What follows belongs to an exercise in optimizing a design on an open flow for small area, a short achievable clock period and few clock cycles per item; a production flow would make more cautious choices.
In this exercise RTL edits were held to simulation tests only and were not proved equivalent to the original.
Power and IR drop assume default switching activity.

$ cat flow/design.v
package rc4_pkg;
    typedef logic [8-1:0]  byte_t;
    typedef logic [8-1:0] sbox_addr_t;
    typedef logic [5-1:0]  msg_addr_t;
    typedef logic [24-1:0]   key_t;
    typedef struct packed {
        logic       en;
        logic       we;      
        sbox_addr_t addr;
        byte_t      wdata;
    } sbox_req_t;
    typedef struct packed {
        logic       start;
        sbox_addr_t addr_i;
        sbox_addr_t addr_j;
    } swap_cmd_t;
    typedef struct packed {
        logic  done;
        byte_t si;
        byte_t sj;
    } swap_rsp_t;
    typedef struct packed {
        logic      valid;
        msg_addr_t addr;
        byte_t     data;
    } result_wr_t;
    typedef enum logic [1:0] {
        PH_IDLE,
        PH_INIT,
        PH_KEYSCHED,
        PH_DECRYPT
    } phase_t;
    typedef enum logic [2:0] {
        SW_IDLE,
        SW_RD_I,
        SW_RD_J,
        SW_CAP_J,
        SW_WR_I,
        SW_WR_J,
        SW_DONE
    } swap_state_t;
    typedef enum logic [2:0] {
        KS_IDLE,
        KS_READ,
        KS_ADD,
        KS_SWAP,
        KS_WAIT_SWAP,
        KS_DONE
    } ksa_state_t;
    typedef enum logic [3:0] {
        DC_IDLE,
        DC_READ_I,
        DC_ADD_J,
        DC_SWAP,
        DC_WAIT_SWAP,
        DC_READ_K,
        DC_WAIT_K,
        DC_WRITE,
        DC_DONE
    } dec_state_t;
endpackage
`timescale 1ns/10ps
module sbox_mem (
    input  logic              clk,
    input  rc4_pkg::sbox_req_t req,
    output rc4_pkg::byte_t    rdata
);
    rc4_pkg::byte_t mem [0:(1 << 8) - 1];
    always_ff @(posedge clk) begin
        if (req.en) begin
            if (req.we) begin
                mem[req.addr] <= req.wdata;
            end else begin
                rdata <= mem[req.addr];
            end
        end
    end
endmodule
`timescale 1ns/10ps
module sbox_swap (
    input  logic               clk,
    input  logic               reset,
    input  rc4_pkg::swap_cmd_t cmd,
    input  rc4_pkg::byte_t     rdata,
    output rc4_pkg::sbox_req_t req,
    output logic               busy,
    output rc4_pkg::swap_rsp_t rsp
);
    rc4_pkg::swap_state_t state;
    rc4_pkg::sbox_addr_t  addr_i;
    rc4_pkg::sbox_addr_t  addr_j;
    rc4_pkg::byte_t       si_reg;
    rc4_pkg::byte_t       sj_reg;
    always_ff @(posedge clk or posedge reset) begin
        if (reset) begin
            state <= rc4_pkg::SW_IDLE;
        end else begin
            case (state)
                rc4_pkg::SW_IDLE: begin
                    if (cmd.start) begin
                        state <= rc4_pkg::SW_RD_I;
                    end
                end
                rc4_pkg::SW_RD_I:  state <= rc4_pkg::SW_RD_J;
                rc4_pkg::SW_RD_J:  state <= rc4_pkg::SW_CAP_J;     
                rc4_pkg::SW_CAP_J: state <= rc4_pkg::SW_WR_I;      
                rc4_pkg::SW_WR_I:  state <= rc4_pkg::SW_WR_J;
                rc4_pkg::SW_WR_J:  state <= rc4_pkg::SW_DONE;
                default:           state <= rc4_pkg::SW_IDLE;
            endcase
        end
    end
    always_ff @(posedge clk) begin
        if (state == rc4_pkg::SW_IDLE && cmd.start) begin
            addr_i <= cmd.addr_i;
            addr_j <= cmd.addr_j;
        end
        if (state == rc4_pkg::SW_RD_J) begin
            si_reg <= rdata;
        end
        if (state == rc4_pkg::SW_CAP_J) begin
            sj_reg <= rdata;
        end
    end
    always_comb begin
        req = '0;
        case (state)
            rc4_pkg::SW_RD_I: begin
                req.en   = 1'b1;
                req.addr = addr_i;
            end
            rc4_pkg::SW_RD_J: begin
                req.en   = 1'b1;
                req.addr = addr_j;
            end
            rc4_pkg::SW_WR_I: begin     
                req.en    = 1'b1;
                req.we    = 1'b1;
                req.addr  = addr_i;
                req.wdata = sj_reg;
            end
            rc4_pkg::SW_WR_J: begin
                req.en    = 1'b1;
                req.we    = 1'b1;
                req.addr  = addr_j;
                req.wdata = si_reg;
            end
            default: req = '0;
        endcase
    end
    assign busy     = (state != rc4_pkg::SW_IDLE);
    assign rsp.done = (state == rc4_pkg::SW_DONE);
    assign rsp.si   = si_reg;
    assign rsp.sj   = sj_reg;
endmodule
`timescale 1ns/10ps
module sbox_init (
    input  logic               clk,
    input  logic               reset,
    input  logic               start,
    output rc4_pkg::sbox_req_t req,
    output logic               finished
);
    rc4_pkg::sbox_addr_t cnt;
    logic                active;
    always_ff @(posedge clk or posedge reset) begin
        if (reset) begin
            cnt      <= '0;
            active   <= 1'b0;
            finished <= 1'b0;
        end else begin
            finished <= 1'b0;
            if (active) begin
                cnt <= cnt + 1'b1;
                if (cnt == {8{1'b1}}) begin
                    active   <= 1'b0;
                    finished <= 1'b1;
                end
            end else if (start) begin
                cnt    <= '0;
                active <= 1'b1;
            end
        end
    end
    assign req.en    = active;
    assign req.we    = active;
    assign req.addr  = cnt;
    assign req.wdata = cnt;
endmodule
`timescale 1ns/10ps
module key_schedule (
    input  logic               clk,
    input  logic               reset,
    input  logic               start,
    input  rc4_pkg::key_t      secret_key,
    input  rc4_pkg::byte_t     rdata,
    input  rc4_pkg::swap_rsp_t swap,
    output rc4_pkg::sbox_req_t req,
    output rc4_pkg::swap_cmd_t swap_cmd,
    output logic               finished
);
    rc4_pkg::ksa_state_t state;
    rc4_pkg::sbox_addr_t i;
    rc4_pkg::sbox_addr_t j;
    logic [1:0]          kidx;       
    rc4_pkg::byte_t      key_byte;
    assign key_byte = secret_key[(3 - 1 - kidx) * 8 +: 8];
    always_ff @(posedge clk or posedge reset) begin
        if (reset) begin
            state <= rc4_pkg::KS_IDLE;
            i     <= '0;
            j     <= '0;
            kidx  <= '0;
        end else begin
            case (state)
                rc4_pkg::KS_IDLE: begin
                    if (start) begin
                        i     <= '0;
                        j     <= '0;
                        kidx  <= '0;
                        state <= rc4_pkg::KS_READ;
                    end
                end
                rc4_pkg::KS_READ: state <= rc4_pkg::KS_ADD;
                rc4_pkg::KS_ADD: begin
                    j     <= j + rdata + key_byte;      
                    state <= rc4_pkg::KS_SWAP;
                end
                rc4_pkg::KS_SWAP: state <= rc4_pkg::KS_WAIT_SWAP;
                rc4_pkg::KS_WAIT_SWAP: begin
                    if (swap.done) begin
                        if (i == {8{1'b1}}) begin
                            state <= rc4_pkg::KS_DONE;
                        end else begin
                            i     <= i + 1'b1;
                            kidx  <= (kidx == 3 - 1) ? 2'd0 : kidx + 2'd1;
                            state <= rc4_pkg::KS_READ;
                        end
                    end
                end
                default: state <= rc4_pkg::KS_IDLE;
            endcase
        end
    end
    assign req.en    = (state == rc4_pkg::KS_READ);
    assign req.we    = 1'b0;
    assign req.addr  = i;
    assign req.wdata = '0;
    assign swap_cmd.start  = (state == rc4_pkg::KS_SWAP);
    assign swap_cmd.addr_i = i;
    assign swap_cmd.addr_j = j;
    assign finished = (state == rc4_pkg::KS_DONE);
endmodule
`timescale 1ns/10ps
module message_decrypt (
    input  logic                clk,
    input  logic                reset,
    input  logic                start,
    input  rc4_pkg::byte_t      rdata,
    input  rc4_pkg::swap_rsp_t  swap,
    input  rc4_pkg::byte_t      rom_data,
    output rc4_pkg::sbox_req_t  req,
    output rc4_pkg::swap_cmd_t  swap_cmd,
    output rc4_pkg::msg_addr_t  rom_addr,
    output rc4_pkg::result_wr_t result,
    output logic                data_invalid,
    output logic                finished
);
    rc4_pkg::dec_state_t state;
    rc4_pkg::sbox_addr_t i;
    rc4_pkg::sbox_addr_t j;
    rc4_pkg::msg_addr_t  k;
    rc4_pkg::byte_t      plain;
    logic                bad_char;
    assign bad_char = (plain > 122) ||
                      ((plain < 97) && (plain != 32));
    always_ff @(posedge clk or posedge reset) begin
        if (reset) begin
            state        <= rc4_pkg::DC_IDLE;
            i            <= '0;
            j            <= '0;
            k            <= '0;
            data_invalid <= 1'b0;
        end else begin
            case (state)
                rc4_pkg::DC_IDLE: begin
                    if (start) begin
                        i            <= 8'd1;     
                        j            <= '0;
                        k            <= '0;
                        data_invalid <= 1'b0;
                        state        <= rc4_pkg::DC_READ_I;
                    end
                end
                rc4_pkg::DC_READ_I: state <= rc4_pkg::DC_ADD_J;
                rc4_pkg::DC_ADD_J: begin
                    j     <= j + rdata;
                    state <= rc4_pkg::DC_SWAP;
                end
                rc4_pkg::DC_SWAP: state <= rc4_pkg::DC_WAIT_SWAP;
                rc4_pkg::DC_WAIT_SWAP: begin
                    if (swap.done) begin
                        state <= rc4_pkg::DC_READ_K;
                    end
                end
                rc4_pkg::DC_READ_K: state <= rc4_pkg::DC_WAIT_K;
                rc4_pkg::DC_WAIT_K: state <= rc4_pkg::DC_WRITE;
                rc4_pkg::DC_WRITE: begin
                    data_invalid <= data_invalid | bad_char;
                    if (k == 32 - 1) begin
                        state <= rc4_pkg::DC_DONE;
                    end else begin
                        k     <= k + 1'b1;
                        i     <= i + 1'b1;
                        state <= rc4_pkg::DC_READ_I;
                    end
                end
                default: state <= rc4_pkg::DC_IDLE;
            endcase
        end
    end
    always_ff @(posedge clk) begin
        if (state == rc4_pkg::DC_WAIT_K) begin
            plain <= rom_data ^ rdata;
        end
    end
    always_comb begin
        req = '0;
        if (state == rc4_pkg::DC_READ_I) begin
            req.en   = 1'b1;
            req.addr = i;
        end else if (state == rc4_pkg::DC_READ_K) begin
            req.en   = 1'b1;
            req.addr = swap.si + swap.sj;
        end
    end
    assign swap_cmd.start  = (state == rc4_pkg::DC_SWAP);
    assign swap_cmd.addr_i = i;
    assign swap_cmd.addr_j = j;
    assign rom_addr = k;     
    assign result.valid = (state == rc4_pkg::DC_WRITE);
    assign result.addr  = k;
    assign result.data  = plain;
    assign finished = (state == rc4_pkg::DC_DONE);
endmodule
`timescale 1ns/10ps
module rc4_decrypt (
    input  logic                clk,
    input  logic                reset,
    input  logic                start,
    input  logic [23:0]         secret_key,
    input  logic [7:0]          rom_data,
    output logic [4:0]          rom_addr,
    output logic                result_valid,
    output logic [4:0]          result_addr,
    output logic [7:0]          result_data,
    output logic                data_invalid,
    output logic                done
);
    rc4_pkg::phase_t    phase;
    logic               init_start, ks_start, dec_start;
    logic               init_finished, ks_finished, dec_finished;
    rc4_pkg::sbox_req_t mem_req, init_req, ks_req, dec_req, swap_req;
    rc4_pkg::byte_t     sbox_rdata;
    rc4_pkg::swap_cmd_t swap_cmd, ks_cmd, dec_cmd;
    rc4_pkg::swap_rsp_t swap_rsp;
    logic               swap_busy;
    rc4_pkg::result_wr_t result;
    assign result_valid = result.valid;
    assign result_addr  = result.addr;
    assign result_data  = result.data;
    always_ff @(posedge clk or posedge reset) begin
        if (reset) begin
            phase      <= rc4_pkg::PH_IDLE;
            init_start <= 1'b0;
            ks_start   <= 1'b0;
            dec_start  <= 1'b0;
            done       <= 1'b0;
        end else begin
            init_start <= 1'b0;
            ks_start   <= 1'b0;
            dec_start  <= 1'b0;
            done       <= 1'b0;
            case (phase)
                rc4_pkg::PH_IDLE: begin
                    if (start) begin
                        phase      <= rc4_pkg::PH_INIT;
                        init_start <= 1'b1;
                    end
                end
                rc4_pkg::PH_INIT: begin
                    if (init_finished) begin
                        phase    <= rc4_pkg::PH_KEYSCHED;
                        ks_start <= 1'b1;
                    end
                end
                rc4_pkg::PH_KEYSCHED: begin
                    if (ks_finished) begin
                        phase     <= rc4_pkg::PH_DECRYPT;
                        dec_start <= 1'b1;
                    end
                end
                default: begin
                    if (dec_finished) begin
                        phase <= rc4_pkg::PH_IDLE;
                        done  <= 1'b1;
                    end
                end
            endcase
        end
    end
    always_comb begin
        if (swap_busy) begin
            mem_req = swap_req;
        end else begin
            case (phase)
                rc4_pkg::PH_INIT:     mem_req = init_req;
                rc4_pkg::PH_KEYSCHED: mem_req = ks_req;
                rc4_pkg::PH_DECRYPT:  mem_req = dec_req;
                default:              mem_req = '0;
            endcase
        end
    end
    assign swap_cmd = (phase == rc4_pkg::PH_DECRYPT) ? dec_cmd : ks_cmd;
    sbox_mem i_sbox_mem (
        .clk   (clk),
        .req   (mem_req),
        .rdata (sbox_rdata)
    );
    sbox_swap i_sbox_swap (
        .clk   (clk),
        .reset (reset),
        .cmd   (swap_cmd),
        .rdata (sbox_rdata),
        .req   (swap_req),
        .busy  (swap_busy),
        .rsp   (swap_rsp)
    );
    sbox_init i_sbox_init (
        .clk      (clk),
        .reset    (reset),
        .start    (init_start),
        .req      (init_req),
        .finished (init_finished)
    );
    key_schedule i_key_schedule (
        .clk        (clk),
        .reset      (reset),
        .start      (ks_start),
        .secret_key (secret_key),
        .rdata      (sbox_rdata),
        .swap       (swap_rsp),
        .req        (ks_req),
        .swap_cmd   (ks_cmd),
        .finished   (ks_finished)
    );
    message_decrypt i_message_decrypt (
        .clk          (clk),
        .reset        (reset),
        .start        (dec_start),
        .rdata        (sbox_rdata),
        .swap         (swap_rsp),
        .rom_data     (rom_data),
        .req          (dec_req),
        .swap_cmd     (dec_cmd),
        .rom_addr     (rom_addr),
        .result       (result),
        .data_invalid (data_invalid),
        .finished     (dec_finished)
    );
endmodule
$ cat flow/run.sh
#!/bin/bash
# synth_recipe.tcl (not shown) runs the flow's synth.tcl, then flattens the netlist and writes it again
# the make line also repeats each setting of config.mk as NAME=value (left out here)
make -C /OpenROAD-flow-scripts/flow DESIGN_CONFIG=/design/flow/config.mk WORK_HOME=/design/flow/orfs CLKGATE_MAP_FILE= SYNTH_SCRIPT=/design/flow/synth_recipe.tcl finish
$ cat flow/config.mk
export PLATFORM = sky130hd
export DESIGN_NAME = rc4_decrypt
export DESIGN_NICKNAME = rc4_decrypt
export VERILOG_FILES = /design/flow/design.v
export SDC_FILE = /design/flow/constraint.sdc
export NUM_CORES = 4
export LEC_CHECK = 0
export CAP_MARGIN = 20
export CORE_MARGIN = 2
export CORE_UTILIZATION = 40
export SLEW_MARGIN = 20
$ cat flow/constraint.sdc
create_clock -name core_clock -period 8.0 [get_ports {clk}]
set_input_delay 1.6000 -clock core_clock [delete_from_list [all_inputs] [get_ports {clk}]]
set_output_delay 1.6000 -clock core_clock [all_outputs]
set_load 0.01 [all_outputs]
==> run notes <==
## cell type report
class	instances	area, µm²	area share [%]
diodes	5	12.5	0.0127
clock inverters	139	1480	1.50
multi-input cells	3877	21800	22.1
well taps	2871	3590	3.64
flip-flops and latches	2162	64600	65.5
clock buffers	259	5520	5.60
inverters	29	109	0.110
repair buffers	168	1560	1.58
## routing by layer
metal | up-vias | global-route usage (%) | share of wire, %
li1 | 24100 | - | -
met1 | 27700 | 30.6 | 42
met2 | 2504 | 33.8 | 46
met3 | 446 | 4.08 | 8.6
met4 | 6 | 7.94 | 3.7
met5 | - | 0 | 0.015
## power breakdown
part,leakage [nW],internal (mW),switching (mW),total [mW]
combinational,11.6,1.29,3.76,5.05
sequential,19.6,13.1,0.0969,13.2
clock,3.39,5.68,4.38,10.1
total,34.6,20.1,8.24,28.3
## worst max-delay path: stages, from the launching register on
cell and delay, ns:
dfrtp_1 0.93, mux2_2 0.42, a211oi_2 0.37, o21a_4 0.70, buf_4 0.53, buf_4 0.73
mux2i_1 0.30, o22ai_1 0.14, o41ai_1 0.97, nand4_1 0.37, a221oi_1 0.37, nand4b_1 0.15
## synthesized netlist by cell type, types with 10 or more instances
master	instances	area [µm²]
a21o_1	13	97.6
a21oi_1	152	761
a221oi_1	19	166
a22o_1	10	87.6
a22oi_1	33	248
a311oi_1	34	298
a31oi_1	43	269
a32oi_1	41	359
and3_1	68	425
buf_1	46	173
buf_2	166	831
buf_4	42	315
buf_6	18	203
clkbuf_1	149	559
dfrtp_1	66	1650
edfxtp_1	2096	62900
fa_1	10	200
ha_1	32	400
inv_1	28	105
mux2_2	21	236
mux2i_1	385	3850
nand2_1	1367	5130
nand2b_1	12	75.1
nand3_1	684	3420
nand4_1	40	250
nor2_1	375	1410
nor3_1	47	235
nor4_1	15	93.8
o2111ai_1	17	149
o211ai_1	25	188
o21ai_0	70	350
o221ai_1	11	96.3
o22ai_1	128	801
o31ai_1	12	90.1
or3_1	13	81.3
xnor2_1	22	193
xor2_1	23	201
## final timing paths
| kind | cells past startpoint | to | slack [ns] | start |
|---|---|---|---|---|
| setup / recovery | 11 | i_sbox_mem.rdata[1]$_DFFE_PP_ | 1.64 | i_sbox_swap.state[2]$_DFFE_PP0P_ |
| hold / removal | 2 | i_message_decrypt.data_invalid$_DFFE_PP0P_ | 0.48 | i_message_decrypt.data_invalid$_DFFE_PP0P_ |
| setup reg to reg | 11 | i_sbox_mem.rdata[1]$_DFFE_PP_ | 1.64 | i_sbox_swap.state[2]$_DFFE_PP0P_ |
| hold reg to reg | 2 | i_message_decrypt.data_invalid$_DFFE_PP0P_ | 0.48 | i_message_decrypt.data_invalid$_DFFE_PP0P_ |
| max in group asynchronous | 3 | i_key_schedule.kidx[0]$_DFFE_PP0P_ | 6.11 | reset |
| min in group asynchronous | 3 | i_key_schedule.state[1]$_DFFE_PP0P_ | 1.32 | reset |
## cell families after synthesis
kind of cell / count (synthesis) / share of synthesized area (%)
compound gates: 684 / 5.29
fa+ha+maj: 42 / 0.680
simple gates: 2700 / 13.3
xor+xnor: 45 / 0.446
flops: 2162 / 73.1
buf+inv: 451 / 2.48
mux: 406 / 4.63
==> impl_metrics.json <==
{
  "timing.hold.ws_ns": 0.485,
  "gp_congestion": 0.906,
  "wire_per_inst_um": 26.2,
  "min_period_over_period_pct": 79.5,
  "grt.total_usage_pct": 21.8,
  "synth_cell_types": 83,
  "worstSetupEndpointType": "register",
  "ant_nets": 0,
  "placed_cell_area_um2": 91600,
  "async_reset_ff_share_pct": 3.05,
  "synth.cell_area_um2": 88300,
  "power_leakage_nw": 34.6,
  "placed_cells": 9107,
  "area_growth_pct": 11.7,
  "layout_common_cells": "2096 x edfxtp_1, 1360 x nand2_1, 680 x nand3_1, 385 x mux2i_1, 361 x nor2_1",
  "die_area_um2": 225000,
  "io_pins": 56,
  "total_power_mw": 28.3,
  "rsz0062_at_grt": "no",
  "cts.path.max_buffers": 3,
  "cts_tree": "done",
  "maxCapViolCount": 0,
  "yosys_warnings": 6,
  "cts_resized": 0,
  "synth_edf_count": 2096,
  "hpwl_mm": 149,
  "tns_ns": 0,
  "outcome": "complete, no violations",
  "grt_max_degree": 191,
  "power_density_nw_per_um2": 287,
  "layout_commonest_cell": "edfxtp_1",
  "cts_buffers": 212,
  "finalNonFillerCells": 9510,
  "fill_cells": 19300,
  "syn_avg_cell_area_um2": 13.6,
  "regMostFlops": "i_sbox_mem.mem",
  "first_pass_iters": 6,
  "syn_nets": 6567,
  "worst_slack_ns": 1.64,
  "clk_latency_ns": 0.88,
  "synth_ff_type": "edfxtp_1",
  "path_class": "reg2reg",
  "cts_max_level": 4,
  "first_global_vias": 51700,
  "worstMarginPinSlew_ns": 1.16,
  "grt_first_pass_wirelength_mm": 362,
  "yosysSeqAreaShare_pct": 73.1,
  "finalHoldViolCount": 0,
  "dp_slack_ns": 1.60,
  "cp_data_required_time_ns": 8.59,
  "syn_inst": 6490,
  "hold_buffers": 0,
  "slew_headroom_pct": 22.7,
  "viasPerCell": 5.76,
  "io_buffers": 55,
  "worst_ep_arrival_time_ns": 6.95,
  "start_util_pct": 40.2,
  "grt_overflow": 0,
  "nets": 6527,
  "fmax_ghz": 0.157,
  "clockRootBuffer": "clkbuf_16",
  "hold_path.class": "reg2reg",
  "drc": 0,
  "largest_register_ffs": 2048,
  "clock_sinks": 2162,
  "drt_iter0_markers": 7041,
  "die_w_um": 474,
  "ir_worst_vdd_v": 0.000190,
  "dieHeight_um": 474,
  "ys_seq_elements": 2162,
  "slew_violations": 0,
  "finalWirelength_mm": 250,
  "skew_ns": 0.0589,
  "drive_gt1_share_pct": 7.90,
  "std_cell_rows": 172,
  "num_vias": 54700,
  "antenna_found_initial": 7,
  "cp_max_fo": 60,
  "postCtsSetupBuffers": 0,
  "utilization_pct": 44.9,
  "setup_viol": 0,
  "clk_pin_slew_ns": 0.06,
  "core_um2": 220000,
  "final_area_um2": 98700,
  "start_kind": "register",
  "period_needed_ns": 6.36
}
Testbench counts, summed over its fixed seeds: cycles 188,864, messages 64.

==> separate check: timing with driven ports <==
How much do the figures lean on ideal ports? The routed layout below was timed once more, with nothing changed but the port constraints. Step 1 sets driving cells, clkbuf_16 on the clock port and buf_2 on the other inputs (assumed; they add their load-dependent delay and slew). Step 2 moves the port delays by t, midway between the first and last clock arrival at a register: inputs arrive t later, outputs are due t later. That takes back most of the time a late clock gives input paths. Slacks: ideal ports / drivers / drivers and shift; pairs: ideal ports / drivers.
shift t [ns]: 0.963
slack for setup (ns): 1.643 / 1.643 / 1.643
hold WS [ns]: 0.485 / 0.485 / 0.485
worst setup path after step 2: register to register
worst slew at a driven data input, ns: 0.06
After both steps setup and hold are still met in this run. The setup slack of this run moves by 0.000 ns with the drivers and by 0.000 ns with both steps.
